This design comes from an exercise in tuning for small area, a short achievable clock period and few clock cycles per item on the open sky130 flow, not from production work. Where RTL was checked, it was by simulation tests only, not by an equivalence proof against the original. Power is estimated from default activity; no workload was simulated.

ember:
// systolic_array_os
module systolic_array_os #(
  parameter  int N      = 4,
  parameter  int DATA_W = 8,
  parameter  int ACC_W  = 24,
  parameter  int MAX_K  = 64,
  localparam int KW     = $clog2(MAX_K + 1),
  localparam int IW     = (N > 1) ? $clog2(N) : 1
) (
  input  logic                clk,
  input  logic                reset_n,
  input  logic                start,
  input  logic [KW-1:0]       k_len,
  input  logic                in_valid,
  output logic                in_ready,
  input  logic [N*DATA_W-1:0] a_vec,
  input  logic [N*DATA_W-1:0] b_vec,
  output logic                out_valid,
  input  logic                out_ready,
  output logic [IW-1:0]       out_idx,
  output logic [N*ACC_W-1:0]  out_row,
  output logic                busy,
  output logic                done
);
clock: 9.0 ns
lec_check: 0
cap_margin: 20
core_margin: 2
core_utilization: 40
slew_margin: 20
synth_hierarchical: 1
standard.sh (not shown) runs the stock make flow with config.mk's settings and CLKGATE_MAP_FILE= SYNTH_SCRIPT=/design/flow/synth_recipe.tcl, a recipe that flattens the netlist after the stock synthesis.
==> flow/flow/run.sh <==
#!/bin/bash
# The standard layout (standard.sh: the standard synthesis, floorplan, placement,
# CTS, routing) with three settings changed: the timing repair steps aim at a 6 ns
# setup margin (a 3 ns period) instead of the design's 9 ns period, they repair only
# the worst path (TNS_END_PERCENT=0), and the port buffers are buf_4 cells.
# Make's full output goes to standard.log; each ORFS step also keeps its own log under
# orfs/logs/.
set -euo pipefail
bash standard.sh SETUP_SLACK_MARGIN=6.0 TNS_END_PERCENT=0 \
  "BUFFER_PORTS_ARGS=-buffer_cell sky130_fd_sc_hd__buf_4" finish > standard.log 2>&1
Here is what was changed in the inputs of pepper compared with ember.
--- a/flow/design.v
+++ b/flow/design.v
@@ -234,21 +234,17 @@
     sa_xor u_x16 (.a(p[16]), .b(g38), .y(res[j][16]));
     sa_xor u_x17 (.a(p[17]), .b(g39), .y(res[j][17]));
     sa_xor u_x18 (.a(p[18]), .b(g40), .y(res[j][18]));
     sa_xor u_x19 (.a(p[19]), .b(g41), .y(res[j][19]));
     sa_xor u_x20 (.a(p[20]), .b(g42), .y(res[j][20]));
     sa_xor u_x21 (.a(p[21]), .b(g43), .y(res[j][21]));
   end
-  logic [N-1:0] load_c;
-  for (genvar j = 0; j < N; j++) begin : g_load
-    sa_load u_ld (.ld(ld_q), .ov(ov_q), .rdy(out_ready), .nlast(!last_row), .y(load_c[j]));
-  end
   always_ff @(posedge clk) begin
     for (int j = 0; j < N; j++)
-      if (load_c[j]) out_q[j] <= res[j];
+      if (load) out_q[j] <= res[j];
   end
   always_comb begin
     for (int j = 0; j < N; j++) out_row[j*ACC_W +: ACC_W] = {{(ACC_W-SW){out_q[j][SW-1]}}, out_q[j]};
   end
   wire m00_w0 = (b1_q[0][0] & a_q[0][0]) ^ bn_q[0][0];
   wire m00_w1 = ((b1_q[0][0] & a_q[0][1]) | (b2_q[0][0] & a_q[0][0])) ^ bn_q[0][0];
   wire m00_w2 = ((b1_q[0][0] & a_q[0][2]) | (b2_q[0][0] & a_q[0][1])) ^ bn_q[0][0];
@@ -2852,10 +2848,7 @@
 endmodule
 module sa_xor (input logic a, b, output logic y);
   assign y = a ^ b;
 endmodule
 module sa_mux (input logic a, b, s, output logic y);
   assign y = s ? b : a;
 endmodule
-module sa_load (input logic ld, ov, rdy, nlast, output logic y);
-  assign y = ld || (ov && rdy && nlast);
-endmodule
[summary]
Of pepper and ember, ember shows the lower shortest period the worst path allows, with pepper above it. Mux contribution to synthesized area of pepper is on par with ember. On fraction of the core area covered by cells at the end of the flow, pepper and ember are basically level. | total power after layout | ember vs pepper | ≈ equal |. Re violation count after the first detailed-route iteration: pepper and ember aren't equal, and the lower value belongs to ember. Total congestion overflow after global routing delta (ember -> pepper): insignificant. In terms of count of placed standard cells in the final layout, fillers left out, ember and pepper differ only marginally. In terms of design area, pepper and ember differ only marginally. Side by side, overall fraction of global-route tracks in use turned out lower in pepper than in ember.
Function was not checked in any run of this note: the RTL went through the layout flow alone.

the baseline:
Another version of the RTL of systolic_array_os (not shown whole).
Size: ~5500 cells after synthesis, ~180 I/O pins.
Design systolic_array_os, start of the top module:
module systolic_array_os #(
  parameter  int N      = 4,
  parameter  int DATA_W = 8,
  parameter  int ACC_W  = 24,
  parameter  int MAX_K  = 64,
  localparam int KW     = $clog2(MAX_K + 1),
  localparam int IW     = (N > 1) ? $clog2(N) : 1
) (
  input  logic                clk,
  input  logic                reset_n,
  input  logic                start,
  input  logic [KW-1:0]       k_len,
  input  logic                in_valid,
  output logic                in_ready,
  input  logic [N*DATA_W-1:0] a_vec,
  input  logic [N*DATA_W-1:0] b_vec,
  output logic                out_valid,
  input  logic                out_ready,
  output logic [IW-1:0]       out_idx,
  output logic [N*ACC_W-1:0]  out_row,
  output logic                busy,
  output logic                done
);
  localparam int SW  = 22;
  localparam int B   = 15;
  localparam int NCQ = 2;
  localparam logic [B-1:0]  MASK0 = B'('b111111111111111);
  localparam logic [B-1:0]  MASK1 = B'('b111111111011111);
  localparam logic [SW-1:0] BOOTH_C = 22'h3fab00;
  logic          busy_q, ir_q, wait_q, ld_q, ov_q, clr_q, done_q;
  logic [KW-1:0] kr_q;
  logic [IW-1:0] row_q;
  logic [N-1:0]  sel_q [N];
  logic          start_acc, accept, take, last_beat, last_row, load;
  assign start_acc = start && !busy_q;
  assign accept    = in_valid && ir_q;
  assign take      = ov_q && out_ready;
  assign last_beat = kr_q == KW'(1);
  assign last_row  = row_q == IW'(N - 1);
  assign load      = ld_q || (take && !last_row);
  assign busy      = busy_q;
  assign in_ready  = ir_q;
  assign out_valid = ov_q;
  assign out_idx   = row_q;
  assign done      = done_q;
  always_ff @(posedge clk or negedge reset_n) begin
  ...
==> flow/config.mk <==
export PLATFORM = sky130hd
export DESIGN_NAME = systolic_array_os
export DESIGN_NICKNAME = systolic_array_os
export VERILOG_FILES = /design/flow/design.v
export SDC_FILE = /design/flow/constraint.sdc
export NUM_CORES = 4
export LEC_CHECK = 0
export CAP_MARGIN = 20
export CORE_MARGIN = 2
export CORE_UTILIZATION = 40
export SLEW_MARGIN = 20
export SYNTH_HIERARCHICAL = 1
==> flow/constraint.sdc <==
create_clock -name core_clock -period 9.0 [get_ports {clk}]
set_input_delay 1.8000 -clock core_clock [delete_from_list [all_inputs] [get_ports {clk}]]
set_output_delay 1.8000 -clock core_clock [all_outputs]
set_load 0.01 [all_outputs]
Scripts as last shown in full above: flow/flow/run.sh
Testbench counts of the baseline, summed over its fixed seeds: cycles 15,559, jobs 384.
Edits applied to the flow inputs when going from the baseline to the candidate:
--- a/flow/design.v
+++ b/flow/design.v
@@ -211,37 +211,37 @@
     wire g38 = g28 | (p28 & g24);
     wire g39 = g[16] | (p[16] & g38);
     wire g40 = g8 | (p8 & g38);
     wire g41 = g19 | (p19 & g38);
     wire g42 = g20 | (p20 & g38);
     wire g43 = g29 | (p29 & g38);
     wire g44 = g30 | (p30 & g38);
     assign res[j][0] = p[0];
-    sa_xor u_x1 (.a(p[1]), .b(g[0]), .y(res[j][1]));
-    sa_xor u_x2 (.a(p[2]), .b(g0), .y(res[j][2]));
-    sa_xor u_x3 (.a(p[3]), .b(g11), .y(res[j][3]));
-    sa_xor u_x4 (.a(p[4]), .b(g12), .y(res[j][4]));
-    sa_xor u_x5 (.a(p[5]), .b(g21), .y(res[j][5]));
-    sa_xor u_x6 (.a(p[6]), .b(g22), .y(res[j][6]));
-    sa_xor u_x7 (.a(p[7]), .b(g23), .y(res[j][7]));
-    sa_xor u_x8 (.a(p[8]), .b(g24), .y(res[j][8]));
-    sa_xor u_x9 (.a(p[9]), .b(g31), .y(res[j][9]));
-    sa_xor u_x10 (.a(p[10]), .b(g32), .y(res[j][10]));
-    sa_xor u_x11 (.a(p[11]), .b(g33), .y(res[j][11]));
-    sa_xor u_x12 (.a(p[12]), .b(g34), .y(res[j][12]));
-    sa_xor u_x13 (.a(p[13]), .b(g35), .y(res[j][13]));
-    sa_xor u_x14 (.a(p[14]), .b(g36), .y(res[j][14]));
-    sa_xor u_x15 (.a(p[15]), .b(g37), .y(res[j][15]));
-    sa_xor u_x16 (.a(p[16]), .b(g38), .y(res[j][16]));
-    sa_xor u_x17 (.a(p[17]), .b(g39), .y(res[j][17]));
-    sa_xor u_x18 (.a(p[18]), .b(g40), .y(res[j][18]));
-    sa_xor u_x19 (.a(p[19]), .b(g41), .y(res[j][19]));
-    sa_xor u_x20 (.a(p[20]), .b(g42), .y(res[j][20]));
-    sa_xor u_x21 (.a(p[21]), .b(g43), .y(res[j][21]));
+    assign res[j][1] = p[1] ^ g[0];
+    assign res[j][2] = p[2] ^ g0;
+    assign res[j][3] = p[3] ^ g11;
+    assign res[j][4] = p[4] ^ g12;
+    assign res[j][5] = p[5] ^ g21;
+    assign res[j][6] = p[6] ^ g22;
+    assign res[j][7] = p[7] ^ g23;
+    assign res[j][8] = p[8] ^ g24;
+    assign res[j][9] = p[9] ^ g31;
+    assign res[j][10] = p[10] ^ g32;
+    assign res[j][11] = p[11] ^ g33;
+    assign res[j][12] = p[12] ^ g34;
+    assign res[j][13] = p[13] ^ g35;
+    assign res[j][14] = p[14] ^ g36;
+    assign res[j][15] = p[15] ^ g37;
+    assign res[j][16] = p[16] ^ g38;
+    assign res[j][17] = p[17] ^ g39;
+    assign res[j][18] = p[18] ^ g40;
+    assign res[j][19] = p[19] ^ g41;
+    assign res[j][20] = p[20] ^ g42;
+    assign res[j][21] = p[21] ^ g43;
   end
   always_ff @(posedge clk) begin
     for (int j = 0; j < N; j++)
       if (load) out_q[j] <= res[j];
   end
   always_comb begin
     for (int j = 0; j < N; j++) out_row[j*ACC_W +: ACC_W] = {{(ACC_W-SW){out_q[j][SW-1]}}, out_q[j]};
   end
@@ -2841,11 +2841,8 @@
 module sa_fa (input logic a, b, c, output logic s, co);
   assign s  = a ^ b ^ c;
   assign co = (a & b) | (a & c) | (b & c);
 endmodule
 module sa_ha (input logic a, b, output logic s, co);
   assign s  = a ^ b;
   assign co = a & b;
 endmodule
-module sa_xor (input logic a, b, output logic y);
-  assign y = a ^ b;
-endmodule
[summary]
- The candidate went all the way through synthesis, placement and routing and the layout is clean on timing, DRC and antenna.
- The baseline finished all stages; the layout is clean.
- Comparing the baseline and the candidate, the higher post-route standard cell area excluding fillers is on the candidate.
- From the candidate to the baseline, buffer levels on the longest clock path did not move at all.
- The baseline -> the candidate: wire length increased slightly
- Diff the baseline -> the candidate | internal power | increase of 0.00031 W
- The area of the placeable core of the candidate and that of the baseline are within noise of each other.
No functional check of the RTL was part of the candidate.

## afterwards: timing with drivers on the ports
Ports are ideal in the flow. The routed layouts listed here were re-timed in OpenROAD.
Step 1: set_driving_cell puts a clkbuf_16 on clk and a buf_2 on each other input, an assumption about the parent block.
Step 2 adds t to the input delays and takes it off the output delays; t is the mean of the earliest and latest rising clock arrival at the registers after step 1. Input paths then give back, and output paths get back, about the clock's delay inside the block.
a / b / c = no drivers / after step 1 / after step 2; a / b = the first two.
| run | shift t [ns] | setup slack, ns | worst setup path after step 2 |
|---|---|---|---|
| ember | 0.791 | 5.835 / 5.755 / 5.560 | input to register |
| pepper | 0.789 | 5.818 / 5.742 / 5.276 | input to register |
| the baseline | 0.789 | 5.818 / 5.742 / 5.276 | input to register |
| the candidate | 0.802 | 5.631 / 5.631 / 5.006 | input to register |
After both steps setup and hold are still met in every run listed. The setup slack of the candidate, which loses most, moves by 0.000 ns with the drivers and by -0.625 ns with both steps.
